From an optimization exercise on the open Yosys and OpenROAD flow, aimed at small area and a short achievable clock period; shortcuts taken in it are not production practice.
The RTL was checked by simulation tests, not by an equivalence proof against the original design.
Power is estimated from default activity; no workload was simulated.

File: design/flow/config.mk
export PLATFORM = sky130hd
export DESIGN_NAME = memorySystem
export DESIGN_NICKNAME = memorySystem
export VERILOG_FILES = /design/flow/design.v
export SDC_FILE = /design/flow/constraint.sdc
export NUM_CORES = 4
export LEC_CHECK = 0
export CAP_MARGIN = 20
export CORE_MARGIN = 2
export CORE_UTILIZATION = 50
export PLACE_DENSITY = 0.65
export SETUP_SLACK_MARGIN = 5
export SLEW_MARGIN = 20
export SYNTH_MEMORY_MAX_BITS = 16384
File: design/flow/design.v
package memoryPkg;
	typedef logic [31:0] word_t;
	typedef logic [1:0] byteIndex_t;
	typedef enum logic [2:0] {
		modeNone = 3'd0,
		modeByte = 3'd1,
		modeHalf = 3'd2,
		modeWord = 3'd3
	} accessMode_t;
	parameter word_t displayAddr = 32'd255;
	parameter word_t resetAddrAddr = 32'd259;
	parameter word_t ramBaseAddr = 32'd1024;
	parameter word_t resetAddrDefault = 32'h3FC;
endpackage
`timescale 1ns/1ps
module addressDecoder #(
	parameter int ramWords = 256
) (
	input logic externalSelect,
	input memoryPkg::word_t address,
	input memoryPkg::word_t writeData,
	input memoryPkg::accessMode_t readMode,
	input memoryPkg::accessMode_t writeMode,
	output logic [ramWords-1:0] wordSelect,
	output logic [3:0] laneWrite,
	output memoryPkg::word_t laneData,
	output logic ramRead,
	output logic displayHit,
	output logic resetAddrHit
);
	localparam int indexBits = $clog2(ramWords);
	logic ramHit;
	always_comb begin
		ramHit = externalSelect && (address >= memoryPkg::ramBaseAddr);
		displayHit = externalSelect && (address == memoryPkg::displayAddr);
		resetAddrHit = externalSelect && (address == memoryPkg::resetAddrAddr);
		ramRead = ramHit;
		for (int w = 0; w < ramWords; w++) begin
			wordSelect[w] = (address[indexBits+1:2] == indexBits'(w));
		end
		laneWrite = 4'b0000;
		laneData = writeData;
		case (writeMode)
			memoryPkg::modeByte: begin
				laneWrite = 4'b0001 << address[1:0];
				laneData = {4{writeData[7:0]}};
			end
			memoryPkg::modeHalf: begin
				laneWrite = address[1] ? 4'b1100 : 4'b0011;
				laneData = {2{writeData[15:0]}};
			end
			memoryPkg::modeWord: begin
				laneWrite = 4'b1111;
			end
			default: begin
				laneWrite = 4'b0000;
			end
		endcase
		if (!ramHit) begin
			laneWrite = 4'b0000;
		end
	end
endmodule
`timescale 1ns/1ps
module dataMemory #(
	parameter int ramWords = 256
) (
	input logic clk,
	input logic [ramWords-1:0] wordSelect,
	input logic [3:0] laneWrite,
	input memoryPkg::word_t laneData,
	output memoryPkg::word_t readWord
);
	logic [ramWords-1:0][31:0] mem;
	for (genvar w = 0; w < ramWords; w++) begin : g_word
		for (genvar lane = 0; lane < 4; lane++) begin : g_lane
			always_ff @(posedge clk) begin
				if (wordSelect[w] && laneWrite[lane]) begin
					mem[w][8*lane +: 8] <= laneData[8*lane +: 8];
				end
			end
		end
	end
	always_comb begin
		readWord = '0;
		for (int w = 0; w < ramWords; w++) begin
			readWord = readWord | (mem[w] & {32{wordSelect[w]}});
		end
	end
endmodule
`timescale 1ns/1ps
module ioRegisters (
	input logic clk,
	input logic rst,
	input logic displayHit,
	input logic resetAddrHit,
	input memoryPkg::word_t writeData,
	input memoryPkg::accessMode_t readMode,
	input memoryPkg::accessMode_t writeMode,
	output memoryPkg::word_t readValue,
	output memoryPkg::word_t sevenSegmentDisplay,
	output memoryPkg::word_t resetAddress
);
	logic writing, reading;
	always_comb begin
		writing = (writeMode != memoryPkg::modeNone);
		reading = (readMode != memoryPkg::modeNone);
		readValue = '0;
		if (reading && displayHit) begin
			readValue = writing ? writeData : sevenSegmentDisplay;
		end else if (reading && resetAddrHit) begin
			readValue = writing ? writeData : resetAddress;
		end
	end
	always_ff @(posedge clk or negedge rst) begin
		if (!rst) begin
			sevenSegmentDisplay <= '0;
			resetAddress <= memoryPkg::resetAddrDefault;
		end else begin
			if (writing && displayHit) begin
				sevenSegmentDisplay <= writeData;
			end
			if (writing && resetAddrHit) begin
				resetAddress <= writeData;
			end
		end
	end
endmodule
`timescale 1ns/1ps
module memorySystem #(
	parameter int ramWords = 256
) (
	input logic clk,
	input logic rst,
	input logic externalSelect,
	input memoryPkg::word_t address,
	input memoryPkg::word_t writeData,
	input memoryPkg::accessMode_t readMode,
	input memoryPkg::accessMode_t writeMode,
	input logic unsignedLoad,
	output memoryPkg::word_t readData,
	output memoryPkg::word_t sevenSegmentDisplay,
	output memoryPkg::word_t resetAddress
);
	logic [ramWords-1:0] wordSelect;
	logic [3:0] laneWrite;
	memoryPkg::word_t laneData;
	logic ramRead;
	logic displayHit, resetAddrHit;
	memoryPkg::word_t ramWord;
	memoryPkg::word_t ioValue;
	memoryPkg::word_t response;
	addressDecoder #(
		.ramWords(ramWords)
	) decoder (
		.externalSelect(externalSelect),
		.address(address),
		.writeData(writeData),
		.readMode(readMode),
		.writeMode(writeMode),
		.wordSelect(wordSelect),
		.laneWrite(laneWrite),
		.laneData(laneData),
		.ramRead(ramRead),
		.displayHit(displayHit),
		.resetAddrHit(resetAddrHit)
	);
	dataMemory #(
		.ramWords(ramWords)
	) dataRam (
		.clk(clk),
		.wordSelect(wordSelect),
		.laneWrite(laneWrite),
		.laneData(laneData),
		.readWord(ramWord)
	);
	ioRegisters ioRegs (
		.clk(clk),
		.rst(rst),
		.displayHit(displayHit),
		.resetAddrHit(resetAddrHit),
		.writeData(writeData),
		.readMode(readMode),
		.writeMode(writeMode),
		.readValue(ioValue),
		.sevenSegmentDisplay(sevenSegmentDisplay),
		.resetAddress(resetAddress)
	);
	always_comb begin
		memoryPkg::word_t merged;
		logic [7:0] loadByte;
		logic [15:0] loadHalf;
		for (int lane = 0; lane < 4; lane++) begin
			merged[8*lane +: 8] = laneWrite[lane] ? laneData[8*lane +: 8] : ramWord[8*lane +: 8];
		end
		loadByte = merged[8*address[1:0] +: 8];
		loadHalf = merged[16*address[1] +: 16];
		response = ioValue;
		if (ramRead) begin
			case (readMode)
				memoryPkg::modeByte: response = {{24{loadByte[7] & ~unsignedLoad}}, loadByte};
				memoryPkg::modeHalf: response = {{16{loadHalf[15] & ~unsignedLoad}}, loadHalf};
				memoryPkg::modeWord: response = merged;
				default: response = '0;
			endcase
		end
	end
	always_ff @(posedge clk or negedge rst) begin
		if (!rst) begin
			readData <= '0;
		end else begin
			readData <= response;
		end
	end
endmodule
File: design/flow/run.sh
#!/bin/bash
# synth_recipe.tcl (not shown) runs the flow's synth.tcl, then flattens the netlist and writes it again
# the make line also repeats each setting of config.mk as NAME=value (left out here)
make -C /OpenROAD-flow-scripts/flow DESIGN_CONFIG=/design/flow/config.mk WORK_HOME=/design/flow/orfs CLKGATE_MAP_FILE= SYNTH_SCRIPT=/design/flow/synth_recipe.tcl finish
File: design/flow/constraint.sdc
create_clock -name core_clock -period 9.0 [get_ports {clk}]
set_input_delay 1.8000 -clock core_clock [delete_from_list [all_inputs] [get_ports {clk}]]
set_output_delay 1.8000 -clock core_clock [all_outputs]
set_load 0.01 [all_outputs]
==> run summary, run 1 <==
Input and output buffers added on the ports amount to roughly 170. The share of the yosys chip area belonging to registers is 0.7988. The cts-stage hold buffer count is 0. The wire length of the first global-routing pass came out at between 3000 and 4000 mm. Among all flip-flop cells after synthesis, the most frequent one is sky130_fd_sc_hd__edfxtp_1. The first error in the log reads "[ERROR GRT-0116] Global routing finished with congestion. Check the congestion regions in the DRC Viewer".

The stage where the flow stopped is 5_1_grt. The maximum number of pins on one net before global-route repair is 197. The maximum clock path buffer count came out at 4. The residual overflow from global routing came out at between 15000 and 20000. The number of unique standard cell types used by synthesis is 97. The number of flops mapped to enable cells by yosys is between 8000 and 9000. In this run the core area contains 289 standard-cell rows. The area of the mapped netlist came out at 311000 um2. Of the total synthesized cell area, the portion taken by AND, OR, NAND and NOR gates is 0.06003. The number of clock buffers added by TritonCTS is 836. The half-perimeter wire length after placement is 1855 mm. The net count of the mapped netlist came out at 18410.

The portion of synthesized area spent on multiplexers is 0.009335. In this run the mean area of a mapped cell was 16.96 um2. The final estimated routing congestion in global placement is 1.430. The die is just under 800 um tall. Clock tree synthesis selected as its root buffer the cell sky130_fd_sc_hd__clkbuf_16. After synthesis the netlist holds a flip-flop and latch count of roughly 8300.

Synthesis produced a netlist whose cell count is 18340. Of the total synthesized cell area, the portion taken by XOR and XNOR cells is 0.00002816. The horizontal die dimension is approximately 800 um. The clock drives ~8300 sinks. The pre-CTS worst setup slack is 0.2336 ns.

The synthesized-area fraction occupied by ao, oa, aoi and oai cells is 0.1145. The yosys synthesis warning count is 4. The placed cell count came out at 27820.

The flow did not finish. After synthesis, the largest family of logic cells by area is compound AO/OA/AOI/OAI gates. The arithmetic-cell share of the synthesized area counting full adders, half adders and majority gates came out at 0. The effective utilization at floorplan came out at 0.5020. The number of global-route vias before repair is 299700.

The share of synthesized flip-flops with an asynchronous set or reset came out at 0.01158. The total track usage is 0.9621. The count of boundary I/O pins is 170. The level count of the clock H-tree is 6.
==> logic make-up after synthesis <==
family,count (synthesis)
DFF,8288
AOI/OAI and AO/OA,4661
and+or+nand+nor,3876
buffers and inverters,1241
muxes,269
xor gates and xnor gates,1
==> power groups by stage <==
stage / clock (W) / sequential, W / combinational (W)
after global placement: 0 / 0.0436 / 0.00396
after detailed placement: 0 / 0.0436 / 0.00401
after CTS: 0.0343 / 0.0428 / 0.00466
after floorplan: 0 / 0.0437 / 0.00116
==> worst max path at each step <==
stage	cells past startpoint	to	start
after floorplan	11	readData[20]$_DFF_PN0_	writeMode[1]
after global placement	16	readData[0]$_DFF_PN0_	address[4]
after detailed placement	13	readData[3]$_DFF_PN0_	address[6]
after CTS	16	readData[2]$_DFF_PN0_	address[4]
==> metrics by stage <==
step                area (um2)  utilization
floorplan               311200            -
global placement        341400       0.5512
detailed placement      343800       0.5551
CTS                     390900       0.6311
==> repair_timing <==
item                                      CTS
pin swaps                                 575
cloned                                     86
gates resized for setup                  1560
endpoints found under the setup margin  12460
buffers inserted                          959
hold endpoints to repair                    0
==> per-layer routing <==
layer  GRT overflow  track usage
met1           2796       0.9569
met2           6891        1.013
met3           2310       0.9321
met4           3390       0.9411
met5            259       0.8384
==> cells in the mapped netlist (25+ instances only) <==
library cell / instances / area (um2)
sky130_fd_sc_hd__nand4_1: 397 / 2484
sky130_fd_sc_hd__a32oi_1: 123 / 1077
sky130_fd_sc_hd__edfxtp_1: 8192 / 246000
sky130_fd_sc_hd__o211ai_1: 68 / 510.5
sky130_fd_sc_hd__a2111oi_0: 79 / 691.9
sky130_fd_sc_hd__a21oi_1: 189 / 945.9
sky130_fd_sc_hd__a31oi_1: 35 / 219.0
sky130_fd_sc_hd__o21ai_0: 90 / 450.4
sky130_fd_sc_hd__o32ai_1: 34 / 297.8
sky130_fd_sc_hd__dfrtp_1: 88 / 2202
sky130_fd_sc_hd__and3_1: 212 / 1326
sky130_fd_sc_hd__a22o_1: 395 / 3460
sky130_fd_sc_hd__a221oi_1: 104 / 910.9
sky130_fd_sc_hd__or4_1: 59 / 442.9
sky130_fd_sc_hd__nand2_1: 811 / 3044
sky130_fd_sc_hd__a222oi_1: 170 / 1702
sky130_fd_sc_hd__nand3_1: 279 / 1396
sky130_fd_sc_hd__o221ai_1: 25 / 219.0
sky130_fd_sc_hd__mux2i_1: 101 / 1011
sky130_fd_sc_hd__clkbuf_1: 686 / 2575
sky130_fd_sc_hd__buf_4: 63 / 473.0
sky130_fd_sc_hd__nor3b_1: 34 / 255.2
sky130_fd_sc_hd__o22a_1: 31 / 271.5
sky130_fd_sc_hd__mux2_2: 164 / 1847
sky130_fd_sc_hd__and4_1: 32 / 280.3
sky130_fd_sc_hd__a22oi_1: 2876 / 21590
sky130_fd_sc_hd__buf_2: 285 / 1426
sky130_fd_sc_hd__buf_1: 171 / 641.9
sky130_fd_sc_hd__o22ai_1: 273 / 1708
sky130_fd_sc_hd__nor4_1: 199 / 1245
sky130_fd_sc_hd__nor3_1: 164 / 820.8
sky130_fd_sc_hd__nor2_1: 1469 / 5514
sky130_fd_sc_hd__nor2b_1: 28 / 175.2
sky130_fd_sc_hd__nand3b_1: 29 / 217.7
==> run 2: changes to the inputs <==
--- a/design/flow/design.v
+++ b/design/flow/design.v
@@ -23,3 +23,2 @@
 	input memoryPkg::accessMode_t writeMode,
-	output logic [ramWords-1:0] wordSelect,
 	output logic [3:0] laneWrite,
@@ -30,3 +29,2 @@
 );
-	localparam int indexBits = $clog2(ramWords);
 	logic ramHit;
@@ -37,5 +35,2 @@
 		ramRead = ramHit;
-		for (int w = 0; w < ramWords; w++) begin
-			wordSelect[w] = (address[indexBits+1:2] == indexBits'(w));
-		end
 		laneWrite = 4'b0000;
@@ -68,3 +63,3 @@
 	input logic clk,
-	input logic [ramWords-1:0] wordSelect,
+	input logic [$clog2(ramWords)-1:0] wordIndex,
 	input logic [3:0] laneWrite,
@@ -73,3 +68,24 @@
 );
+	localparam int indexBits = $clog2(ramWords);
+	localparam int rowBits = indexBits / 2;
+	localparam int rows = 1 << rowBits;
+	localparam int columns = ramWords / rows;
 	logic [ramWords-1:0][31:0] mem;
+	logic [indexBits-1:0] pendingIndex;
+	logic [3:0] pendingLanes;
+	memoryPkg::word_t pendingData;
+	logic [rows-1:0] pendingRowN;
+	logic [columns-1:0][3:0] pendingColumnLanesN;
+	always_ff @(posedge clk) begin
+		pendingIndex <= wordIndex;
+		pendingLanes <= laneWrite;
+		pendingData <= laneData;
+		for (int r = 0; r < rows; r++) begin
+			pendingRowN[r] <= (wordIndex[rowBits-1:0] != rowBits'(r));
+		end
+		for (int c = 0; c < columns; c++) begin
+			pendingColumnLanesN[c] <= (wordIndex[indexBits-1:rowBits] == (indexBits-rowBits)'(c)) ?
+				~laneWrite : 4'b1111;
+		end
+	end
 	for (genvar w = 0; w < ramWords; w++) begin : g_word
@@ -77,4 +93,4 @@
 			always_ff @(posedge clk) begin
-				if (wordSelect[w] && laneWrite[lane]) begin
-					mem[w][8*lane +: 8] <= laneData[8*lane +: 8];
+				if (!(pendingRowN[w % rows] || pendingColumnLanesN[w / rows][lane])) begin
+					mem[w][8*lane +: 8] <= pendingData[8*lane +: 8];
 				end
@@ -84,5 +100,9 @@
 	always_comb begin
-		readWord = '0;
-		for (int w = 0; w < ramWords; w++) begin
-			readWord = readWord | (mem[w] & {32{wordSelect[w]}});
+		memoryPkg::word_t stored;
+		logic pendingHit;
+		stored = mem[wordIndex];
+		pendingHit = (pendingIndex == wordIndex);
+		for (int lane = 0; lane < 4; lane++) begin
+			readWord[8*lane +: 8] = (pendingHit && pendingLanes[lane]) ?
+				pendingData[8*lane +: 8] : stored[8*lane +: 8];
 		end
@@ -144,3 +164,2 @@
 );
-	logic [ramWords-1:0] wordSelect;
 	logic [3:0] laneWrite;
@@ -160,3 +179,2 @@
 		.writeMode(writeMode),
-		.wordSelect(wordSelect),
 		.laneWrite(laneWrite),
@@ -171,3 +189,3 @@
 		.clk(clk),
-		.wordSelect(wordSelect),
+		.wordIndex(address[$clog2(ramWords)+1:2]),
 		.laneWrite(laneWrite),
--- a/design/flow/config.mk
+++ b/design/flow/config.mk
@@ -9,4 +9,6 @@
 export CORE_MARGIN = 2
-export CORE_UTILIZATION = 50
-export PLACE_DENSITY = 0.65
+export CORE_UTILIZATION = 55
+export CTS_CLUSTER_DIAMETER = 90
+export CTS_CLUSTER_SIZE = 25
+export PLACE_DENSITY = 0.63
 export SETUP_SLACK_MARGIN = 5
@@ -14 +16,2 @@
 export SYNTH_MEMORY_MAX_BITS = 16384
+export TNS_END_PERCENT = 10
==> run 2 against run 1 <==
Compared with the run above: the run now finishes clean; area after synthesis is 5.4% higher; synthesized cell count down 15%.
==> run summary, run 2 <==
Counting flops with a built-in enable in the synthesized netlist gives between 8000 and 9000. Routability-driven placement finished with a final weighted congestion of just over 0.9. By count the netlist is led by 8192 x sky130_fd_sc_hd__edfxtp_1, 1907 x sky130_fd_sc_hd__mux4_2, 1249 x sky130_fd_sc_hd__nor2_1, 665 x sky130_fd_sc_hd__mux2i_1, 535 x sky130_fd_sc_hd__nand2_1. The cell chosen for the clock root is sky130_fd_sc_hd__clkbuf_16. The top cell type's share of synthesized area came out at 0.7506. The peak ir drop on the vdd network came out at 0.1891 mV. Leaving out fill and tap cells, the most frequent cells in the layout are 8192 x sky130_fd_sc_hd__edfxtp_1, 1910 x sky130_fd_sc_hd__mux4_2, 1197 x sky130_fd_sc_hd__nor2_1. The cts-stage hold buffer count is 0. Prior to clock tree synthesis, the placed netlist has a worst setup slack of 1.005 ns. In this run, synthesis produced a sequential element count of 8412. The initialized floorplan defines 283 standard-cell rows.

The initial utilization of the core area, before any placement, comes to 0.5519. After routing the design area is 356600 um2. The share of layout cells above drive strength 1 is 0.2275. Of the total synthesized cell area, the portion taken by XOR and XNOR cells is 0.0002405. The largest registers in the layout are dataRam.mem x8192, dataRam.pendingColumnLanesN x64. The share of synthesized flip-flops with an asynchronous set or reset is 0.01141. Measured against its own limit, the worst slew margin works out to 0.1498. The met1 track demand over resource is 0.4970. For this block, the via count after detailed routing is ~170k.

Entering global routing, the biggest net connects 225 pins. The share of the yosys chip area belonging to registers is 0.7655. In the global route stage, met3 resource usage came out at 0.1300. Dividing total power by cell area gives a power density of a little under 200 nW/um2. The leakage power of the design came out at roughly 110 nW.

The final count of hold timing violations is 0. In the post-synthesis netlist, the biggest area contributors are sky130_fd_sc_hd__edfxtp_1 75%, sky130_fd_sc_hd__mux4_2 13%, sky130_fd_sc_hd__mux2i_1 2.0%, sky130_fd_sc_hd__nor2_1 1.4%, sky130_fd_sc_hd__dfxtp_1 0.76%. During I/O placement, the number of pins put on the boundary was 170. The number of buffers inserted during clock tree synthesis came out at between 300 and 400. The horizontal die dimension came out at 775.9 um. The DRC violation total after the first TritonRoute iteration came out at 30800.

Counting flops per register, the top entry is dataRam.mem. STA classifies the critical path startpoint as an input pin. The number of max-slew violations in the final report came out at 0. The core box area came out at approximately 600000 um2. The period utilization came out at 0.5692. In this run the most used layer during global routing was met2.

The yosys synthesis warning count came out at 4. The sum of negative setup slack is 0 ns. On the final layout, the worst clock skew is 0.09318 ns. The number of antenna violations at the first check in global routing came to 136.

The filler cells instantiated in the layout total 41780. The standard cell area after detailed placement came out at 338000 um2. Among all flip-flop cells after synthesis, the most frequent one is sky130_fd_sc_hd__edfxtp_1. In this run the remaining antenna-violating nets after routing total 0. The detailed-routing iteration count for the pre-antenna-repair pass came out at 8. The kind of path behind the tightest hold check is reg2reg. The clock transition at the registers of the reported paths came out at about 0.10 ns. The flip-flop count of the largest register after layout is 8192.

The worst setup slack after layout is 3.877 ns. The post-synthesis simple-gate area fraction is 0.02901. After global routing the overflow that remains totals 0.

The number of buffer cells added on primary ports came out at 169. The most frequent cell after synthesis is sky130_fd_sc_hd__edfxtp_1. Setup violations remaining at the end of the flow were counted as 0. The flow ran to the end and the layout has no timing, DRC or antenna violations. The maximum clock path buffer count is 4. The total track usage is 0.3581. sky130_fd_sc_hd__edfxtp_1 takes more of the synthesized area than any other cell. The die covers between 600000 and 700000 um2. The worst-skew pair later-pin latency came out at 1.12 ns. The number of nets in the synthesized netlist is 15710. The library cell used most frequently in the layout, excluding fill and tap cells, is sky130_fd_sc_hd__edfxtp_1. The number of vias per cell is 7.208. The synthesized instance count is 15640.

The portion of netlist area occupied by mux cells is 0.1592. The worst setup path is of the in2reg kind. The aggregate routed wire length is between 1000 and 1500 mm. Summing every instance area after synthesis gives ~330000 um2.

Setup repair after global routing could not meet its margin everywhere. Yosys mapped the design onto 101 distinct sky130hd cell types. The arithmetic-cell share of the synthesized area counting full adders, half adders and majority gates came out at 0. The synthesized-area fraction occupied by ao, oa, aoi and oai cells is 0.02507. The clock tree from TritonCTS is built. STA classifies the critical path endpoint as a flip-flop. The slew of the pin with the lowest slew margin is 1.275 ns. The die is between 700 and 800 um tall.

The worst path arrival time is just over 6 ns. After synthesis, the largest family of logic cells by area is multiplexers. The number of sinks driven by the clock tree came out at 8412. Static timing analysis puts the maximum clock frequency at between 150 and 200 MHz. The post-layout net count is 16000. In this run the number of H-tree levels came out at 5. Of all nets on the critical path, the largest fanout is 47. The half-perimeter wire length after placement is 671.9 mm. The average size of a mapped cell is 20.96 um2. The met2 usage is 0.4996. The final routed DRC violation total came out at 0. The number of global-route vias before repair is 161300. The wire length per cell came out at 45.30 um. The max-cap check violation count came out at 0. The wire length of the first global-routing pass is around 1500 mm. The critical path data required time came out at 10.01 ns. The post-layout minimum cycle time came out at 5.123 ns. The layout overhead on the synthesized area is 8.803%.
## run 2: cell types whose count changed after synthesis, sizes merged, moves of 161 or more
cell / delta
a22oi: -2637
mux4: +1941
mux2i: +564
a22o: -365
nand4: -356
nand2: -276
clkbuf: -246
nor2: -222
and3: -190
a222oi: -165
nor4: -161
## run 2: path summary, 6_finish.rpt
path	startpoint	endpoint	slack, ns	cells past startpoint
worst max register to register	dataRam.pendingRowN[4]$_DFF_P_	dataRam.mem[4758]$_DFFE_PN_	5.22	3
worst min register to register	ioRegs.sevenSegmentDisplay[31]$_DFFE_PN0P_	ioRegs.sevenSegmentDisplay[31]$_DFFE_PN0P_	0.54	1
worst max-delay path	address[6]	readData[10]$_DFF_PN0_	3.88	10
min in group asynchronous	rst	ioRegs.resetAddress[23]$_DFFE_PN0P_	0.59	1
max in group asynchronous	rst	ioRegs.resetAddress[25]$_DFFE_PN0P_	7.06	2
worst min-delay path	ioRegs.sevenSegmentDisplay[31]$_DFFE_PN0P_	ioRegs.sevenSegmentDisplay[31]$_DFFE_PN0P_	0.54	1
## run 2: logic make-up (layout without fill, tap and decap cells)
family | count (synthesis) | after routing
DFF | 8412 | 8412
and+or+nand+nor | 2247 | 2247
buffers and inverters | 1052 | 1605
other | 0 | 156
xor gates and xnor gates | 9 | 9
AOI/OAI and AO/OA | 1166 | 1166
muxes | 2754 | 2754
## run 2: critical path, cell delays in order
cell and delay [ns]:
sky130_fd_sc_hd__buf_16 0.15, sky130_fd_sc_hd__or2_2 0.49, sky130_fd_sc_hd__buf_4 0.43, sky130_fd_sc_hd__nor2_2 0.98, sky130_fd_sc_hd__a22oi_1 0.30, sky130_fd_sc_hd__a41oi_2 0.42
sky130_fd_sc_hd__o21ai_1 0.18, sky130_fd_sc_hd__a31oi_4 0.56, sky130_fd_sc_hd__o22ai_1 0.17, sky130_fd_sc_hd__a211o_1 0.34
## run 2: repair_timing
action,4_1_cts,5_1_grt
resized for setup,414,135
endpoints found under the setup margin,138,92
cloned,51,13
buffers inserted,162,60
pin swaps,71,35
## run 2: routing by layer
metal / vias to the layer above / routed length (um)
met5: - / 1208
met3: 2481 / 168600
met1: 92360 / 384600
met2: 14280 / 467500
li1: 65140 / -
met4: 76 / 73830
## run 2: through the flow
stage / total power [W] / hold slack (ns) / instances / util
2_1_floorplan: 0.04691 / 0.5699 / 15640 / -
3_3_place_gp: 0.04898 / 0.5110 / 23080 / 0.5688
3_5_place_dp: 0.04905 / 0.5180 / 23090 / 0.5692
4_1_cts: 0.06923 / 0.5416 / 23950 / 0.5971
5_1_grt: 0.07071 / 0.5581 / 24070 / 0.6000
6_report: 0.06954 / 0.5408 / 24190 / 0.6005
## run 2: final cells by class
type / instances / area, um2 / area share
clock buffer: 601 / 10550 / 0.02958
clock inverter: 49 / 768.2 / 0.002154
multi-input combinational: 6176 / 72210 / 0.2025
tap: 7837 / 9806 / 0.02750
inverter: 16 / 120.1 / 0.0003368
timing repair inverter: 2 / 20.02 / 0.00005614
antenna: 156 / 390.4 / 0.001095
timing repair buffer: 937 / 11650 / 0.03268
sequential: 8412 / 251100 / 0.7041
## run 2: where the power goes
part	internal (W)	total [W]	switching, W
sequential	0.0433	0.0435	0.000265
combinational	0.00163	0.00531	0.00368
clock	0.00846	0.0207	0.0122
==> run 3: changes to the inputs <==
--- a/design/flow/design.v
+++ b/design/flow/design.v
@@ -66,3 +66,5 @@
 	input memoryPkg::word_t laneData,
-	output memoryPkg::word_t readWord
+	output memoryPkg::word_t storedWord,
+	output memoryPkg::word_t keepMask,
+	output memoryPkg::word_t bypassWord
 );
@@ -100,9 +102,9 @@
 	always_comb begin
-		memoryPkg::word_t stored;
 		logic pendingHit;
-		stored = mem[wordIndex];
+		storedWord = mem[wordIndex];
 		pendingHit = (pendingIndex == wordIndex);
 		for (int lane = 0; lane < 4; lane++) begin
-			readWord[8*lane +: 8] = (pendingHit && pendingLanes[lane]) ?
-				pendingData[8*lane +: 8] : stored[8*lane +: 8];
+			keepMask[8*lane +: 8] = {8{!(pendingHit && pendingLanes[lane])}};
+			bypassWord[8*lane +: 8] = (pendingHit && pendingLanes[lane]) ?
+				pendingData[8*lane +: 8] : 8'd0;
 		end
@@ -117,5 +119,3 @@
 	input memoryPkg::word_t writeData,
-	input memoryPkg::accessMode_t readMode,
 	input memoryPkg::accessMode_t writeMode,
-	output memoryPkg::word_t readValue,
 	output memoryPkg::word_t sevenSegmentDisplay,
@@ -123,12 +123,5 @@
 );
-	logic writing, reading;
+	logic writing;
 	always_comb begin
 		writing = (writeMode != memoryPkg::modeNone);
-		reading = (readMode != memoryPkg::modeNone);
-		readValue = '0;
-		if (reading && displayHit) begin
-			readValue = writing ? writeData : sevenSegmentDisplay;
-		end else if (reading && resetAddrHit) begin
-			readValue = writing ? writeData : resetAddress;
-		end
 	end
@@ -168,5 +161,3 @@
 	logic displayHit, resetAddrHit;
-	memoryPkg::word_t ramWord;
-	memoryPkg::word_t ioValue;
-	memoryPkg::word_t response;
+	memoryPkg::word_t storedWord, keepMask, bypassWord;
 	addressDecoder #(
@@ -192,3 +183,5 @@
 		.laneData(laneData),
-		.readWord(ramWord)
+		.storedWord(storedWord),
+		.keepMask(keepMask),
+		.bypassWord(bypassWord)
 	);
@@ -200,5 +193,3 @@
 		.writeData(writeData),
-		.readMode(readMode),
 		.writeMode(writeMode),
-		.readValue(ioValue),
 		.sevenSegmentDisplay(sevenSegmentDisplay),
@@ -206,20 +197,38 @@
 	);
-	always_comb begin
-		memoryPkg::word_t merged;
-		logic [7:0] loadByte;
-		logic [15:0] loadHalf;
-		for (int lane = 0; lane < 4; lane++) begin
-			merged[8*lane +: 8] = laneWrite[lane] ? laneData[8*lane +: 8] : ramWord[8*lane +: 8];
-		end
-		loadByte = merged[8*address[1:0] +: 8];
-		loadHalf = merged[16*address[1] +: 16];
-		response = ioValue;
-		if (ramRead) begin
-			case (readMode)
-				memoryPkg::modeByte: response = {{24{loadByte[7] & ~unsignedLoad}}, loadByte};
-				memoryPkg::modeHalf: response = {{16{loadHalf[15] & ~unsignedLoad}}, loadHalf};
-				memoryPkg::modeWord: response = merged;
-				default: response = '0;
-			endcase
-		end
+	memoryPkg::word_t mergedWord, wordReg;
+	logic [3:0] byteZeroLane, byteZeroLaneReg;
+	logic byteOneLow, byteOneHigh, wordLoad;
+	logic byteOneLowReg, byteOneHighReg, wordLoadReg;
+	logic byteSign, halfSign, byteSignReg, halfSignReg;
+	logic displayRead, resetAddrRead, displayReadReg, resetAddrReadReg;
+	always_comb begin
+		memoryPkg::word_t lanesKept, lanesNew;
+		logic byteLoad, halfLoad;
+		logic [3:0] byteSignLane, halfSignLane;
+		logic [3:0] laneSigns;
+		for (int lane = 0; lane < 4; lane++) begin
+			lanesKept[8*lane +: 8] = laneWrite[lane] ? 8'd0 : keepMask[8*lane +: 8];
+			lanesNew[8*lane +: 8] = laneWrite[lane] ? laneData[8*lane +: 8] : bypassWord[8*lane +: 8];
+		end
+		mergedWord = (storedWord & lanesKept) | lanesNew;
+		byteLoad = ramRead && (readMode == memoryPkg::modeByte);
+		halfLoad = ramRead && (readMode == memoryPkg::modeHalf);
+		wordLoad = ramRead && (readMode == memoryPkg::modeWord);
+		for (int lane = 0; lane < 4; lane++) begin
+			byteZeroLane[lane] = (byteLoad && address[1:0] == 2'(lane)) ||
+				(halfLoad && 2'(lane) == {address[1], 1'b0}) || (wordLoad && lane == 0);
+			byteSignLane[lane] = !unsignedLoad && byteLoad && address[1:0] == 2'(lane);
+			halfSignLane[lane] = !unsignedLoad && (byteSignLane[lane] ||
+				(halfLoad && 2'(lane) == {address[1], 1'b1}));
+		end
+		byteOneLow = (halfLoad && !address[1]) || wordLoad;
+		byteOneHigh = halfLoad && address[1];
+		laneSigns = {mergedWord[31], mergedWord[23], mergedWord[15], mergedWord[7]};
+		byteSign = |(byteSignLane & laneSigns);
+		halfSign = |(halfSignLane & laneSigns);
+		displayRead = displayHit && (readMode != memoryPkg::modeNone);
+		resetAddrRead = resetAddrHit && (readMode != memoryPkg::modeNone);
+	end
+	always_ff @(posedge clk) begin
+		wordReg <= mergedWord;
 	end
@@ -227,7 +236,32 @@
 		if (!rst) begin
-			readData <= '0;
+			byteZeroLaneReg <= '0;
+			byteOneLowReg <= 1'b0;
+			byteOneHighReg <= 1'b0;
+			wordLoadReg <= 1'b0;
+			byteSignReg <= 1'b0;
+			halfSignReg <= 1'b0;
+			displayReadReg <= 1'b0;
+			resetAddrReadReg <= 1'b0;
 		end else begin
-			readData <= response;
-		end
-	end
-endmodule
+			byteZeroLaneReg <= byteZeroLane;
+			byteOneLowReg <= byteOneLow;
+			byteOneHighReg <= byteOneHigh;
+			wordLoadReg <= wordLoad;
+			byteSignReg <= byteSign;
+			halfSignReg <= halfSign;
+			displayReadReg <= displayRead;
+			resetAddrReadReg <= resetAddrRead;
+		end
+	end
+	always_comb begin
+		readData = ({32{displayReadReg}} & sevenSegmentDisplay) |
+			({32{resetAddrReadReg}} & resetAddress);
+		for (int lane = 0; lane < 4; lane++) begin
+			readData[7:0] = readData[7:0] | ({8{byteZeroLaneReg[lane]}} & wordReg[8*lane +: 8]);
+		end
+		readData[15:8] = readData[15:8] | ({8{byteOneLowReg}} & wordReg[15:8]) |
+			({8{byteOneHighReg}} & wordReg[31:24]) | {8{byteSignReg}};
+		readData[31:16] = readData[31:16] | ({16{wordLoadReg}} & wordReg[31:16]) |
+			{16{halfSignReg}};
+	end
+endmodule
==> run 3 against run 2 <==
Compared with the run above: wire length fell by 17%; clock-buffer cell count rose by 36; first-iteration DRC count fell by 17%; power fell by 1.2%; largest cell class unchanged; cell count fell by 7.4%; fmax rose by 16%; via count fell by 10%; area after synthesis fell by 1.2%; sequential power barely moved; largest power group unchanged; synthesized cell count fell by 9.9%; still clean; clock skew fell by 0.040 ns.
==> run summary, run 3 <==
The total number of vias came out at roughly 160k. The area of the mapped netlist is 323900 um2. The number of vias per cell came out at 6.987.

Once layout is complete, the utilization of the core stands at 0.6002. Counting I/O delays and the setup requirement, the final critical path takes 4.399 ns. The maximum number of pins on one net before global-route repair came out at 233. The detailed-routing iteration count for the pre-antenna-repair pass is 6. The number of placed instances, taps included, is about 21000. The number of global-route vias before repair came out at 153200. The share of total power dissipated in combinational logic is 0.068. The largest fanout of any net on the critical path came out at 31. The detail route stage leaves a number of antenna-violating nets equal to 0. For this run, the register share of the synthesized area comes to 0.7750. The root buffer cell chosen for the clock tree is sky130_fd_sc_hd__clkbuf_16. The worst register-to-register path begins at dataRam.pendingRowN[14]$_DFF_P_. TritonCTS built the clock tree. The core box area is 586100 um2. During I/O placement, the number of pins put on the boundary was 170.

The area enclosed by the die boundary is 595000 um2. The residual overflow from global routing is 0. The critical path is of the in2reg type. Setup repair after global routing could not meet its margin everywhere. The worst relative slew slack is 0.1889. Ranked by instance count, the synthesized netlist is headed by 8192 x sky130_fd_sc_hd__edfxtp_1, 2500 x sky130_fd_sc_hd__mux4_2, 1141 x sky130_fd_sc_hd__nor2_1, 490 x sky130_fd_sc_hd__clkbuf_1, 215 x sky130_fd_sc_hd__buf_2. In this run the deepest clock path goes through 4 buffers.

The internal portion of total power came out at approximately 0.053 W. The register area came out at 251200 um2. STA classifies the critical path startpoint as an input pin.

The net count of the mapped netlist came out at approximately 14000. The post-layout net count is around 14000. The top cell type's share of synthesized area is 0.7596.

The number of buffers inserted during clock tree synthesis came out at 383. The synthesized instance count is between 10000 and 15000. Sorting the synthesized cells by area gives the leading types as sky130_fd_sc_hd__edfxtp_1 76%, sky130_fd_sc_hd__mux4_2 17%, sky130_fd_sc_hd__nor2_1 1.3%, sky130_fd_sc_hd__dfxtp_1 0.96%, sky130_fd_sc_hd__clkbuf_1 0.57%. In the final layout, the registers with the most flip-flops are dataRam.mem x8192, dataRam.pendingColumnLanesN x64. The flow ran to the end and the layout has no timing, DRC or antenna violations.

The half-perimeter wire length after placement is 533.6 mm. The level count of the clock H-tree is 5. The number of failing setup endpoints in the final timing report came out at 0. The clock share of power came out at 0.295. The slew of the pin with the lowest slew margin came out at 1.213 ns. The library cell used most frequently in the layout, excluding fill and tap cells, is sky130_fd_sc_hd__edfxtp_1.

A synthesized cell averages 22.97 um2. The area growth from synthesis to layout is 8.620%. For the final routed database, the setup TNS stands at 0 ns.

Of all flip-flops after synthesis, the portion carrying an async set or reset was 0.008904. In this run the worst setup path begins at address[6]. In the layout the commonest cells are 8192 x sky130_fd_sc_hd__edfxtp_1, 2500 x sky130_fd_sc_hd__mux4_2, 1104 x sky130_fd_sc_hd__nor2_1. Clock-pin slew was measured on the worst setup and hold paths at 0.10 ns.

The end of the worst register-to-register path is dataRam.mem[4550]$_DFFE_PN_. On the final layout, the worst clock skew is 0.05301 ns. For the worst setup path, the data arrival time is between 5 and 6 ns. The setup check on the worst reg-to-reg path leaves a slack of between 5 and 6 ns. The total track usage came out at 0.3057. The startpoint identified for the worst hold timing path is ioRegs.sevenSegmentDisplay[11]$_DFFE_PN0P_. The most frequently used flop master after synthesis is sky130_fd_sc_hd__edfxtp_1. The final instance area is 351800 um2. The cell taking the most area after synthesis is sky130_fd_sc_hd__edfxtp_1. The worst hold path belongs to the class reg2reg. Measured in cells, the most critical reg-to-reg path has a length of 3. The cts-stage hold buffer count is 0.

STA classifies the critical path endpoint as a flip-flop. The combined area of the multi-input logic cells is 69100 um2. The total power per unit cell area is around 200 nW/um2. Counting flops per register, the top entry is dataRam.mem. The wire length per cell is 40.77 um.

The final count of hold timing violations was 0. The aggregate routed wire length is 913.4 mm. The maximum frequency from static timing analysis came out at around 230 MHz. The final routed DRC violation total came out at 0. The worst-skew pair later-pin latency came out at 1.07 ns. The cell row count is 281. The number of buffer cells added on primary ports came out at 169.

The number of antenna violations at the first check in global routing came out at 92. The effective utilization at floorplan is 0.5526. In the final layout, the share of cells above drive strength 1 is 0.2627. In this run the worst setup path terminates at wordReg[17]$_DFF_P_. Across the run, the number of max-cap violations was 0.

The height of the chip is 771.4 um. The number of flops mapped to enable cells by yosys is 8192. Yosys printed 4 warnings. The number of max-slew violations in the final report was 0.

The filler-free cell count of the finished design came out at 22400. The peak ir drop on the vdd network came out at 0.1630 mV. The leakage power of the design came out at 106.2 nW.

The register bit total from synthesis is 8423. The final estimated routing congestion in global placement is 0.8531. The period utilization is 0.4888. The switching share of power came out at 0.2230.

By instance count, the leading cell after synthesis is sky130_fd_sc_hd__edfxtp_1. In this run, distinct cell masters in the synthesized netlist total 64. The flip-flop count of the largest register after layout came out at 8192. The analysis attributes to net switching a power of about 0.015 W. The number of sinks driven by the clock tree is 8423. The horizontal die dimension came out at 771.4 um. The wire length of the first global-routing pass came out at ~1300 mm. Fill cells in the final layout number ~40000. The standard cell area after detailed placement is 334600 um2. The DRC violation total after the first TritonRoute iteration is ~25000. The sequential share of power is 0.637. The critical path data required time is 9.94 ns.
==> run 3: repair_timing <==
| item | 4_1_cts | 5_1_grt |
|---|---|---|
| gates resized for setup | 480 | 32 |
| setup endpoints to repair | 158 | 71 |
| buffers inserted | 87 | 12 |
| pin swaps | 42 | 9 |
| cloned | 78 | 7 |
==> run 3: how the worst min path moves through the flow <==
stage / end / slack (ns) / cells past startpoint
4_1_cts: ioRegs.sevenSegmentDisplay[11]$_DFFE_PN0P_ / 0.55 / 1
2_1_floorplan: ioRegs.resetAddress[14]$_DFFE_PN0P_ / 0.57 / 1
3_3_place_gp: ioRegs.sevenSegmentDisplay[14]$_DFFE_PN0P_ / 0.51 / 1
6_report: ioRegs.sevenSegmentDisplay[11]$_DFFE_PN0P_ / 0.55 / 1
3_5_place_dp: ioRegs.sevenSegmentDisplay[11]$_DFFE_PN0P_ / 0.53 / 1
5_1_grt: ioRegs.resetAddress[22]$_DFFE_PN0P_ / 0.56 / 1
==> run 3: critical path: stages <==
cell	delay, ns
sky130_fd_sc_hd__buf_12	0.24
sky130_fd_sc_hd__buf_16	0.35
sky130_fd_sc_hd__nor2b_1	0.60
sky130_fd_sc_hd__nand2_2	0.84
sky130_fd_sc_hd__o22ai_1	0.68
sky130_fd_sc_hd__a311o_1	0.21
sky130_fd_sc_hd__nor4_1	0.08
sky130_fd_sc_hd__o221ai_1	0.19
sky130_fd_sc_hd__nand3_1	0.13
==> run 3: cells by family after synthesis <==
family,count (synthesis),share of synthesized area
flops,8423,0.7750
mux,2721,0.1811
xor+xnor,9,0.0002434
compound gates,469,0.01006
buf+inv,949,0.01470
simple gates,1528,0.01891
==> run 3: cell type report <==
class                           count  share of cell area
Sequential cell                  8423              0.7141
Multi-Input combinational cell   4727              0.1964
Clock buffer                      637             0.03052
Timing Repair Buffer              692             0.02896
Tap cell                         7782             0.02768
Clock inverter                     37            0.001270
Antenna cell                       82           0.0005833
Inverter                           20           0.0003557
Timing Repair inverter              2          0.00004979
==> run 3: metal layers <==
layer	vias up	track usage	wire, um
li1	59660	-	-
met1	85060	0.4412	340000
met2	10340	0.4672	426900
met3	1431	0.07084	109800
met4	26	0.1078	36550
met5	-	0	199
==> run 3: power groups by stage <==
| stage | clock (W) | sequential (W) | combinational (W) |
|---|---|---|---|
| 3_3_place_gp | 0 | 0.0447 | 0.00406 |
| 6_report | 0.0203 | 0.0438 | 0.00468 |
| 4_1_cts | 0.0205 | 0.0438 | 0.00456 |
| 5_1_grt | 0.0217 | 0.0438 | 0.00480 |
| 2_1_floorplan | 0 | 0.0449 | 0.00215 |
| 3_5_place_dp | 0 | 0.0447 | 0.00418 |
==> run 3: stage by stage <==
stage          power (W)  hold slack [ns]  worst slack (ns)
2_1_floorplan    0.04702           0.5702             4.532
3_3_place_gp     0.04872           0.5138           -0.2289
3_5_place_dp     0.04887           0.5266             1.731
4_1_cts          0.06884           0.5484             4.748
5_1_grt          0.07024           0.5648             4.652
6_report         0.06873           0.5499             4.601
==> run 4: changes to the inputs <==
--- a/design/flow/design.v
+++ b/design/flow/design.v
@@ -23,2 +23,3 @@
 	input memoryPkg::accessMode_t writeMode,
+	output logic [3:0] laneStore,
 	output logic [3:0] laneWrite,
@@ -35,3 +36,3 @@
 		ramRead = ramHit;
-		laneWrite = 4'b0000;
+		laneStore = 4'b0000;
 		laneData = writeData;
@@ -39,3 +40,3 @@
 			memoryPkg::modeByte: begin
-				laneWrite = 4'b0001 << address[1:0];
+				laneStore = 4'b0001 << address[1:0];
 				laneData = {4{writeData[7:0]}};
@@ -43,3 +44,3 @@
 			memoryPkg::modeHalf: begin
-				laneWrite = address[1] ? 4'b1100 : 4'b0011;
+				laneStore = address[1] ? 4'b1100 : 4'b0011;
 				laneData = {2{writeData[15:0]}};
@@ -47,11 +48,9 @@
 			memoryPkg::modeWord: begin
-				laneWrite = 4'b1111;
+				laneStore = 4'b1111;
 			end
 			default: begin
-				laneWrite = 4'b0000;
+				laneStore = 4'b0000;
 			end
 		endcase
-		if (!ramHit) begin
-			laneWrite = 4'b0000;
-		end
+		laneWrite = ramHit ? laneStore : 4'b0000;
 	end
@@ -157,3 +156,3 @@
 );
-	logic [3:0] laneWrite;
+	logic [3:0] laneStore, laneWrite;
 	memoryPkg::word_t laneData;
@@ -170,2 +169,3 @@
 		.writeMode(writeMode),
+		.laneStore(laneStore),
 		.laneWrite(laneWrite),
@@ -209,4 +209,4 @@
 		for (int lane = 0; lane < 4; lane++) begin
-			lanesKept[8*lane +: 8] = laneWrite[lane] ? 8'd0 : keepMask[8*lane +: 8];
-			lanesNew[8*lane +: 8] = laneWrite[lane] ? laneData[8*lane +: 8] : bypassWord[8*lane +: 8];
+			lanesKept[8*lane +: 8] = laneStore[lane] ? 8'd0 : keepMask[8*lane +: 8];
+			lanesNew[8*lane +: 8] = laneStore[lane] ? laneData[8*lane +: 8] : bypassWord[8*lane +: 8];
 		end
==> run 4 against run 3 <==
Compared with the run above: worst hold slack worse by 0.0022 ns; core utilization hardly changed; non-clock buffer count is 77 higher; still clean on timing, DRC and antenna; clock-buffer cell count is 5 lower; critical path type unchanged; design area hardly changed; clock power hardly changed; setup slack better by 0.13 ns.
==> run summary, run 4 <==
The most common library cell in the layout ignoring fill and taps is sky130_fd_sc_hd__edfxtp_1. The height of the chip came out at a little under 800 um. The post-layout net count is between 10000 and 15000. The arithmetic-cell share of the synthesized area counting full adders, half adders and majority gates came out at 0. The worst path arrival time is 5.22 ns. For this run, the total global-route usage over all layers was measured as 0.3058. The final count of hold timing violations came out at 0. The aggregate routed wire length came out at 916.9 mm.

The switching power is 0.01533 W. The internal portion of total power came out at about 0.053 W. The largest registers in the layout are dataRam.mem x8192, dataRam.pendingColumnLanesN x64.

The number of buffers inserted during clock tree synthesis is ~380. Ranked by flip-flop count, first place goes to dataRam.mem. The slew of the pin with the lowest slew margin came out at 1.367 ns. The floorplan has 281 rows. Counting I/O delays and the setup requirement, the final critical path takes 4.268 ns. After synthesis, the share of flip-flops with an asynchronous set or reset is 0.008904. The switching share of power came out at 0.2231.

The worst relative slew slack came out at 0.08869. Along the worst path, the maximum fanout reaches 18. The maximum clock path buffer count is 4. Once detailed placement completed, the half-perimeter wirelength came to 537.0 mm. The wire length per cell came out at roughly 41 um. The total number of vias came out at 156400. The worst-case IR drop observed on VDD is around 0.17 mV.

The detailed-routing iteration count for the pre-antenna-repair pass is 6. The synthesized instance count came out at 14120. The number of flops mapped to enable cells by yosys is 8192.

The horizontal die dimension is 771.1 um. Hold repair after CTS inserted 0 buffers. Ranked by total cell area, the synthesized netlist is headed by sky130_fd_sc_hd__edfxtp_1 76%, sky130_fd_sc_hd__mux4_2 17%, sky130_fd_sc_hd__nor2_1 1.3%, sky130_fd_sc_hd__dfxtp_1 0.96%, sky130_fd_sc_hd__clkbuf_1 0.59%. After clock tree synthesis, the clock-pin slew on the worst setup and hold paths is ~0.10 ns. The endpoint of the worst setup timing path is halfSignReg$_DFF_PN0_. The floorplan step defined a die boundary enclosing 594700 um2. STA classifies the critical path startpoint as an input pin. The count of nets left with antenna violations after detail routing came out at 0. The element type at the critical path end is a flip-flop. The average size of a mapped cell is around 23 um2. Among all flip-flop cells after synthesis, the most frequent one is sky130_fd_sc_hd__edfxtp_1. Global routing finished with a remaining overflow of 0. The number of vias per cell came out at ~7.

The run finished with no timing, DRC or antenna violations. The number of global-route vias before repair came out at 151900. The count of boundary I/O pins is 170. The internal reg-to-reg setup slack came out at 5.09 ns.

The core region is 586100 um2. The post-synthesis xor/xnor area fraction is 0.0002435. The sequential share of power is 0.637.

The min-delay analysis places its worst path in the category reg2reg. The pre-CTS worst setup slack came out at 2.213 ns. The post-synthesis simple-gate area fraction is 0.01908. The flip-flop count of the largest register after layout is 8192. The layout overhead on the synthesized area is 8.725%. The critical path data required time is between 9 and 10 ns.

The worst setup slack after layout is 4.732 ns. The cell sitting at the root of the clock tree is a sky130_fd_sc_hd__clkbuf_16. The overall power after layout came out at about 0.07 W. The max-cap check violation count is 0.

The total power per unit cell area is 195.2 nW/um2. The worst-skew pair later-pin latency is 1.08 ns. The number of antenna violations at the first check in global routing is 65. In the layout the commonest cells are 8192 x sky130_fd_sc_hd__edfxtp_1, 2486 x sky130_fd_sc_hd__mux4_2, 1071 x sky130_fd_sc_hd__nor2_1. The worst reg2reg path depth came out at 3. The portion of netlist area occupied by mux cells came out at 0.1799. The area of the mapped netlist is roughly 320000 um2. The sum of negative setup slack came out at 0 ns. The classification of the worst setup path is in2reg.

At the end of routability-driven placement, the weighted congestion stood at 0.8620. In this run the critical register-to-register path is launched from dataRam.pendingRowN[4]$_DFF_P_. The DRC violation total after the first TritonRoute iteration is 25440. Sorting the synthesized cells by how often they occur yields 8192 x sky130_fd_sc_hd__edfxtp_1, 2486 x sky130_fd_sc_hd__mux4_2, 1109 x sky130_fd_sc_hd__nor2_1, 505 x sky130_fd_sc_hd__clkbuf_1, 240 x sky130_fd_sc_hd__nand2_1. The number of failing setup endpoints in the final timing report came out at 0. The number of buffer cells added on primary ports came out at around 170. The level count of the clock H-tree is 5. The yosys synthesis warning count is 4. The share of layout cells above drive strength 1 came out at 0.2664. The period utilization is 0.4742.

Yosys instantiated no cell more often than sky130_fd_sc_hd__edfxtp_1. The number of unique standard cell types used by synthesis came out at 74. The top cell type's share of synthesized area is 0.7600.

The clock share of power is 0.295. The final routed DRC violation total came out at 0. Counting the fill cells in the layout gives 40020.

Setup repair after global routing could not meet its margin everywhere. The analysis attributes to cell leakage a power of between 100 and 150 nW. The effective utilization at floorplan came out at 0.5523.

The net count of the mapped netlist came out at about 14000. The share of the Yosys chip area taken by registers is 0.7755. The clock skew came out at 0.07905 ns. Static timing analysis puts the maximum clock frequency at between 200 and 250 MHz. The synthesized design contains 8423 register bits. The wire length of the first global-routing pass came out at 1254 mm. TritonCTS built the clock tree. The endpoint identified for the worst register-to-register timing path is dataRam.mem[1153]$_DFFE_PN_. The number of max-slew violations in the final report came out at 0. The synthesized-area fraction occupied by ao, oa, aoi and oai cells is 0.01116. The combinational group share of total power came out at 0.068. The cell taking the most area after synthesis is sky130_fd_sc_hd__edfxtp_1. The most critical setup path has its startpoint at address[6].

After synthesis, the largest family of logic cells by area is multiplexers. The number of sinks driven by the clock tree is 8423. The maximum number of pins on one net before global-route repair came out at 247.
-- run 4: cell types whose count changed after synthesis, sizes merged, moves of 14 or more --
cell and delta:
nor3 +28, mux4 -14, clkbuf +15, nand4 +19, nand2 +28, nor2 -32
a22oi +123, o22ai -93, buf -18
-- run 4: power by group through the flow --
stage               Combinational, W  Clock [W]  Sequential [W]
finish                       0.00465     0.0203          0.0438
global route                 0.00478     0.0217          0.0438
CTS                          0.00451     0.0204          0.0438
detailed placement           0.00417          0          0.0447
global placement             0.00407          0          0.0446
floorplan                    0.00219          0          0.0448
-- run 4: how the worst min path moves through the flow --
| stage | endpoint | slack, ns | cells after the start | startpoint |
|---|---|---|---|---|
| detailed placement | ioRegs.sevenSegmentDisplay[24]$_DFFE_PN0P_ | 0.52 | 2 | ioRegs.sevenSegmentDisplay[24]$_DFFE_PN0P_ |
| floorplan | ioRegs.sevenSegmentDisplay[24]$_DFFE_PN0P_ | 0.53 | 2 | ioRegs.sevenSegmentDisplay[24]$_DFFE_PN0P_ |
| global placement | ioRegs.sevenSegmentDisplay[17]$_DFFE_PN0P_ | 0.51 | 1 | ioRegs.sevenSegmentDisplay[17]$_DFFE_PN0P_ |
| global route | ioRegs.resetAddress[13]$_DFFE_PN0P_ | 0.56 | 1 | ioRegs.resetAddress[13]$_DFFE_PN0P_ |
| CTS | ioRegs.sevenSegmentDisplay[24]$_DFFE_PN0P_ | 0.55 | 2 | ioRegs.sevenSegmentDisplay[24]$_DFFE_PN0P_ |
| finish | ioRegs.sevenSegmentDisplay[21]$_DFFE_PN0P_ | 0.55 | 1 | ioRegs.sevenSegmentDisplay[21]$_DFFE_PN0P_ |
-- run 4: logic make-up after synthesis --
group                     after synthesis
and+or+nand+nor                      1538
AOI/OAI and AO/OA                     507
DFF                                  8423
xor gates and xnor gates                9
muxes                                2698
buffers and inverters                 942
-- run 4: layout make-up --
cell class / count / area (um2) / share of cell area
clock inverters: 39 / 573.1 / 0.001628
inverters: 16 / 92.59 / 0.0002631
repair inverters: 2 / 17.52 / 0.00004978
well taps: 7782 / 9737 / 0.02767
multi-input cells: 4752 / 69140 / 0.1965
diodes: 52 / 130.1 / 0.0003698
flip-flops and latches: 8423 / 251200 / 0.7139
clock buffers: 632 / 10620 / 0.03019
repair buffers: 769 / 10380 / 0.02950
-- run 4: worst max-delay path, cell delays in order --
cell and delay (ns):
sky130_fd_sc_hd__buf_6 0.16, sky130_fd_sc_hd__buf_4 0.31, sky130_fd_sc_hd__inv_8 0.30, sky130_fd_sc_hd__buf_8 0.33, sky130_fd_sc_hd__mux4_2 0.60, sky130_fd_sc_hd__nor3_1 0.24
sky130_fd_sc_hd__a311o_1 0.32, sky130_fd_sc_hd__a211o_1 0.33, sky130_fd_sc_hd__o211ai_1 0.23, sky130_fd_sc_hd__a32oi_2 0.33, sky130_fd_sc_hd__o32ai_1 0.12
-- run 4: through the flow --
step | util | hold slack [ns] | instance area (um2) | cells
after floorplan | - | 0.5323 | 326200 | 14120
after global placement | 0.5707 | 0.5128 | 334500 | 21500
after detailed placement | 0.5708 | 0.5228 | 334500 | 21500
after CTS | 0.5976 | 0.5457 | 350200 | 22320
after global routing | 0.6003 | 0.5631 | 351800 | 22420
final | 0.6004 | 0.5477 | 351900 | 22470
-- run 4: timing repair --
action	CTS	global route
buffers inserted	87	70
resized for setup	431	78
pin swaps	47	27
cloned	65	14
endpoints found under the setup margin	138	103
-- run 4: metal layers --
metal	track usage	vias to the layer above	wire (um)
met5	0	-	84
met1	0.4461	84970	343000
met2	0.4625	10320	423400
li1	-	59770	-
met4	0.09732	14	33470
met3	0.07773	1342	116900
==> run 5: changes to the inputs <==
--- a/design/flow/config.mk
+++ b/design/flow/config.mk
@@ -9,6 +9,6 @@
 export CORE_MARGIN = 2
-export CORE_UTILIZATION = 55
+export CORE_UTILIZATION = 62
 export CTS_CLUSTER_DIAMETER = 90
 export CTS_CLUSTER_SIZE = 25
-export PLACE_DENSITY = 0.63
+export PLACE_DENSITY = 0.7
 export SETUP_SLACK_MARGIN = 5
==> run 5 against run 4 <==
Compared with the run above: first-iteration DRC count grew 11%; sequential power is essentially flat; clock skew shrank 0.023 ns; fmax shrank 4.1%; wire length shrank 3.7%; still clean on timing, DRC and antenna; setup slack lost 0.18 ns; flip-flop and latch count is the same; design area shrank 0.63%; die area shrank 11%.
==> run summary, run 5 <==
The run finished with no timing, DRC or antenna violations. The final count of hold timing violations is 0. The classification of the worst setup path is in2reg.

The max-cap check violation count is 0. The number of antenna violations at the first check in global routing is 59. In the layout the commonest cells are 8192 x sky130_fd_sc_hd__edfxtp_1, 2486 x sky130_fd_sc_hd__mux4_2, 1071 x sky130_fd_sc_hd__nor2_1. The critical path data required time is approximately 10 ns.

The horizontal die dimension is around 730 um. The startpoint identified for the worst register-to-register timing path is dataRam.pendingRowN[9]$_DFF_P_. The yosys synthesis warning count is 4.

By instance count, the leading cell after synthesis is sky130_fd_sc_hd__edfxtp_1. The maximum frequency from static timing analysis came out at 224.8 MHz. The post-layout net count came out at 14370. Among all flip-flop cells after synthesis, the most frequent one is sky130_fd_sc_hd__edfxtp_1. Synthesis instantiated 74 different standard cells from the library. The register bit total from synthesis is 8423.

The final instance area is 349700 um2. The final estimated routing congestion in global placement came out at 0.8748. The effective utilization at floorplan is 0.6218.

The busiest metal layer after global routing is met2. The synthesized design spends more area on one cell type than any other, namely sky130_fd_sc_hd__edfxtp_1. In the finished design, the share of the clock period the worst path needs comes to 0.4943. The core box area is 520600 um2.

CTS built an H-tree with a depth of 5. The area of the mapped netlist is 323700 um2. Setup violations remaining at the end of the flow were counted as 0.

The endpoint of the worst setup timing path is wordReg[17]$_DFF_P_. The worst reg2reg path depth came out at 3. The count of boundary I/O pins came out at 170.

The number of flops mapped to enable cells by yosys came out at around 8000. The maximum number of pins on one net before global-route repair came out at approximately 240. Measured on the finished design, the core utilization comes to 0.6718. For this design, the slowest cell found on the critical path is sky130_fd_sc_hd__nor2_4. By area the synthesized netlist is led by sky130_fd_sc_hd__edfxtp_1 76%, sky130_fd_sc_hd__mux4_2 17%, sky130_fd_sc_hd__nor2_1 1.3%, sky130_fd_sc_hd__dfxtp_1 0.96%, sky130_fd_sc_hd__clkbuf_1 0.59%. The number of global-route vias before repair came to 152000. The DRC violation total after the first TritonRoute iteration is 28340. The kind of path behind the tightest hold check is reg2reg.

By count the netlist is led by 8192 x sky130_fd_sc_hd__edfxtp_1, 2486 x sky130_fd_sc_hd__mux4_2, 1109 x sky130_fd_sc_hd__nor2_1, 505 x sky130_fd_sc_hd__clkbuf_1, 240 x sky130_fd_sc_hd__nand2_1. The library cell used most frequently in the layout, excluding fill and tap cells, is sky130_fd_sc_hd__edfxtp_1. The met2 usage is 0.4913. The worst path arrival time is ~5.4 ns. The area enclosed by the die boundary is between 500000 and 600000 um2. The number of buffers inserted during clock tree synthesis is 377.

For this run, the detailed router's first-pass iteration total came to 8. The aggregate routed wire length is 883.1 mm. The share of layout cells above drive strength 1 is 0.2630. Clock-pin slew was measured on the worst setup and hold paths at 0.09 ns. The average size of a mapped cell came out at 22.93 um2. The routed layout has 157300 vias. The number of max-slew violations in the final report came to 0. In the global route stage, overall resource usage came out at 0.3310. The internal reg-to-reg setup slack is 5.35 ns. The largest fanout of any net on the critical path came out at 17. In this run the vertical extent of the chip is 726.5 um. Of the post-synthesis cell area, the dominant cell type holds 0.7600. The count of nets left with antenna violations once routing finished came out at 0. The start point of the critical path is address[6]. The slew of the pin with the lowest slew margin is 1.270 ns. The total power per unit cell area came out at just under 200 nW/um2. The clock passes through at most 4 buffers. The number of buffer cells added on primary ports came out at 169. Walking the worst path, the cells encountered are buf_6 -> nand2b_1 -> buf_4 -> nor2_4 -> buf_4 -> nand2_1 -> nand4_1 -> nor3_2 -> o31ai_1. The register with the most flip-flops is dataRam.mem.

After detailed routing, the number of remaining DRC violations is 0. The first global-routing pass estimated 1211 mm of wire. The largest registers in the layout are dataRam.mem x8192, dataRam.pendingColumnLanesN x64. The cts-stage hold buffer count came out at 0. The final-layout worst hold slack is 0.5469 ns.

The placed instances occupy a cell area of 333300 um2. The endpoint identified for the worst register-to-register timing path is dataRam.mem[3365]$_DFFE_PN_. Setup repair after global routing could not meet its margin everywhere. The layout overhead on the synthesized area came out at 8.040%. The flip-flop count of the largest register after layout is roughly 8200. The wire length per cell is 40.90 um. Counting stages on the worst path, the most repeated cell is sky130_fd_sc_hd__buf_4. The number of sinks driven by the clock tree is 8423. The half-perimeter wire length after placement came out at 517.4 mm. For met3 alone, demand over resource in global routing was 0.08771. The cell row count came out at 265.

The worst-skew pair later-pin latency came out at 1.07 ns. The leakage power of the design is 105.5 nW. The number of nets in the synthesized netlist is 14190.

TritonCTS built the clock tree. The residual overflow from global routing is 0. The share of the yosys chip area belonging to registers came out at 0.7755. In this design, the stage delay of the slowest critical-path cell is 0.83 ns.

The peak ir drop on the vdd network is 0.1797 mV. The worst setup path is launched from an input pin. The root buffer cell chosen for the clock tree is sky130_fd_sc_hd__clkbuf_16. For met1 alone, demand over resource in global routing was 0.4825. The synthesized instance count is about 14000. The number of vias per cell came out at between 7 and 8.

The clock skew is 0.05574 ns. The sum of negative setup slack is 0 ns. The smallest clock period supported by the final layout is computed as between 4 and 5 ns. The element type at the critical path end is a flip-flop. The worst relative slew slack came out at 0.1534. The share of synthesized flip-flops with an asynchronous set or reset came out at 0.008904.
[run 5: worst min path at each step]
stage / startpoint / to / slack [ns] / depth (start not counted)
floorplan: ioRegs.sevenSegmentDisplay[24]$_DFFE_PN0P_ / ioRegs.sevenSegmentDisplay[24]$_DFFE_PN0P_ / 0.53 / 2
global placement: ioRegs.sevenSegmentDisplay[20]$_DFFE_PN0P_ / ioRegs.sevenSegmentDisplay[20]$_DFFE_PN0P_ / 0.51 / 1
detailed placement: ioRegs.resetAddress[25]$_DFFE_PN0P_ / ioRegs.resetAddress[25]$_DFFE_PN0P_ / 0.52 / 1
CTS: ioRegs.sevenSegmentDisplay[12]$_DFFE_PN0P_ / ioRegs.sevenSegmentDisplay[12]$_DFFE_PN0P_ / 0.55 / 1
global route: ioRegs.sevenSegmentDisplay[8]$_DFFE_PN0P_ / ioRegs.sevenSegmentDisplay[8]$_DFFE_PN0P_ / 0.57 / 1
finish: ioRegs.sevenSegmentDisplay[3]$_DFFE_PN0P_ / ioRegs.sevenSegmentDisplay[3]$_DFFE_PN0P_ / 0.55 / 1
[run 5: cell families (layout without fill, tap and decap cells)]
logic type	after synthesis	count (layout)	share of synthesized area
AND/OR/NAND/NOR	1538	1538	0.01908
buffers and inverters	942	1399	0.01416
other	0	74	0
flip-flops	8423	8423	0.7755
XOR/XNOR	9	9	0.0002435
multiplexers	2698	2698	0.1799
AO/OA/AOI/OAI	507	507	0.01116
[run 5: area by class of cell]
class,instances,area [um2]
Inverter,16,110.1
Tap cell,6942,8686
Multi-Input combinational cell,4752,69190
Sequential cell,8423,251200
Fill cell,31770,170900
Clock buffer,637,10670
Antenna cell,74,185.2
Timing Repair Buffer,726,9375
Clock inverter,19,252.7
Timing Repair inverter,1,8.758
[run 5: where the power goes]
| part | total [W] | internal [W] | switching, W | leakage [nW] |
|---|---|---|---|---|
| sequential | 0.0438 | 0.0434 | 0.000435 | 75.7 |
| combinational | 0.00450 | 0.00164 | 0.00286 | 24.6 |
| clock | 0.0199 | 0.00821 | 0.0117 | 5.20 |
| total | 0.0682 | 0.0532 | 0.0150 | 106 |
[run 5: stage by stage]
| stage | total power (W) | cells | setup WS [ns] |
|---|---|---|---|
| after floorplan | 0.04703 | 14120 | 4.747 |
| after global placement | 0.04860 | 20640 | 1.561 |
| after detailed placement | 0.04874 | 20640 | 2.160 |
| after CTS | 0.06806 | 21390 | 4.785 |
| after global routing | 0.06960 | 21520 | 4.758 |
| final | 0.06822 | 21590 | 4.551 |
[run 5: what timing repair did]
action                                  4_1_cts  5_1_grt
pin swaps                                    43       23
gates resized for setup                     356      128
endpoints found under the setup margin      151       91
hold endpoints to repair                      0        0
gates cloned                                 35       28
setup buffers                                56       91
[run 5: worst max-delay path: cells and delay by family]
| family | cells | cell delay [ns] |
|---|---|---|
| buf+inv | 3 | 0.94 |
| compound gates | 1 | 0.22 |
| simple gates | 5 | 2.26 |
[run 5: layer usage]
| layer | up-vias | wire (um) |
|---|---|---|
| li1 | 59640 | - |
| met1 | 83850 | 311500 |
| met2 | 12110 | 407400 |
| met3 | 1661 | 126000 |
| met4 | 26 | 38050 |
| met5 | - | 194 |

==> separate check: timing with driven ports <==
The flow's constraints put no driver on any port. The routed layouts listed below were extracted and timed again, unchanged, in two steps.
Step 1 sets driving cells, clkbuf_16 on the clock port and buf_2 on the other inputs (assumed; they add their load-dependent delay and slew).
Step 2, shift: input delay + t, output delay - t, t = (earliest + latest rising clock arrival at the registers) / 2. This alone moves slack from input paths to output paths.
Slacks: ideal / step 1 / step 2; pairs: ideal / step 1.
run | t, ns | slack for setup (ns) | cell pins on the clock port's net
run 2 | 1.208 | 3.877 / 3.789 / 2.581 | 1
run 3 | 1.170 | 4.601 / 4.375 / 3.205 | 1
run 4 | 1.168 | 4.732 / 4.424 / 3.256 | 1
run 5 | 1.179 | 4.551 / 4.461 / 3.282 | 1
After both steps every run listed still meets setup and hold. The setup slack of run 4, which loses most, moves by -0.308 ns with the drivers and by -1.476 ns with both steps.
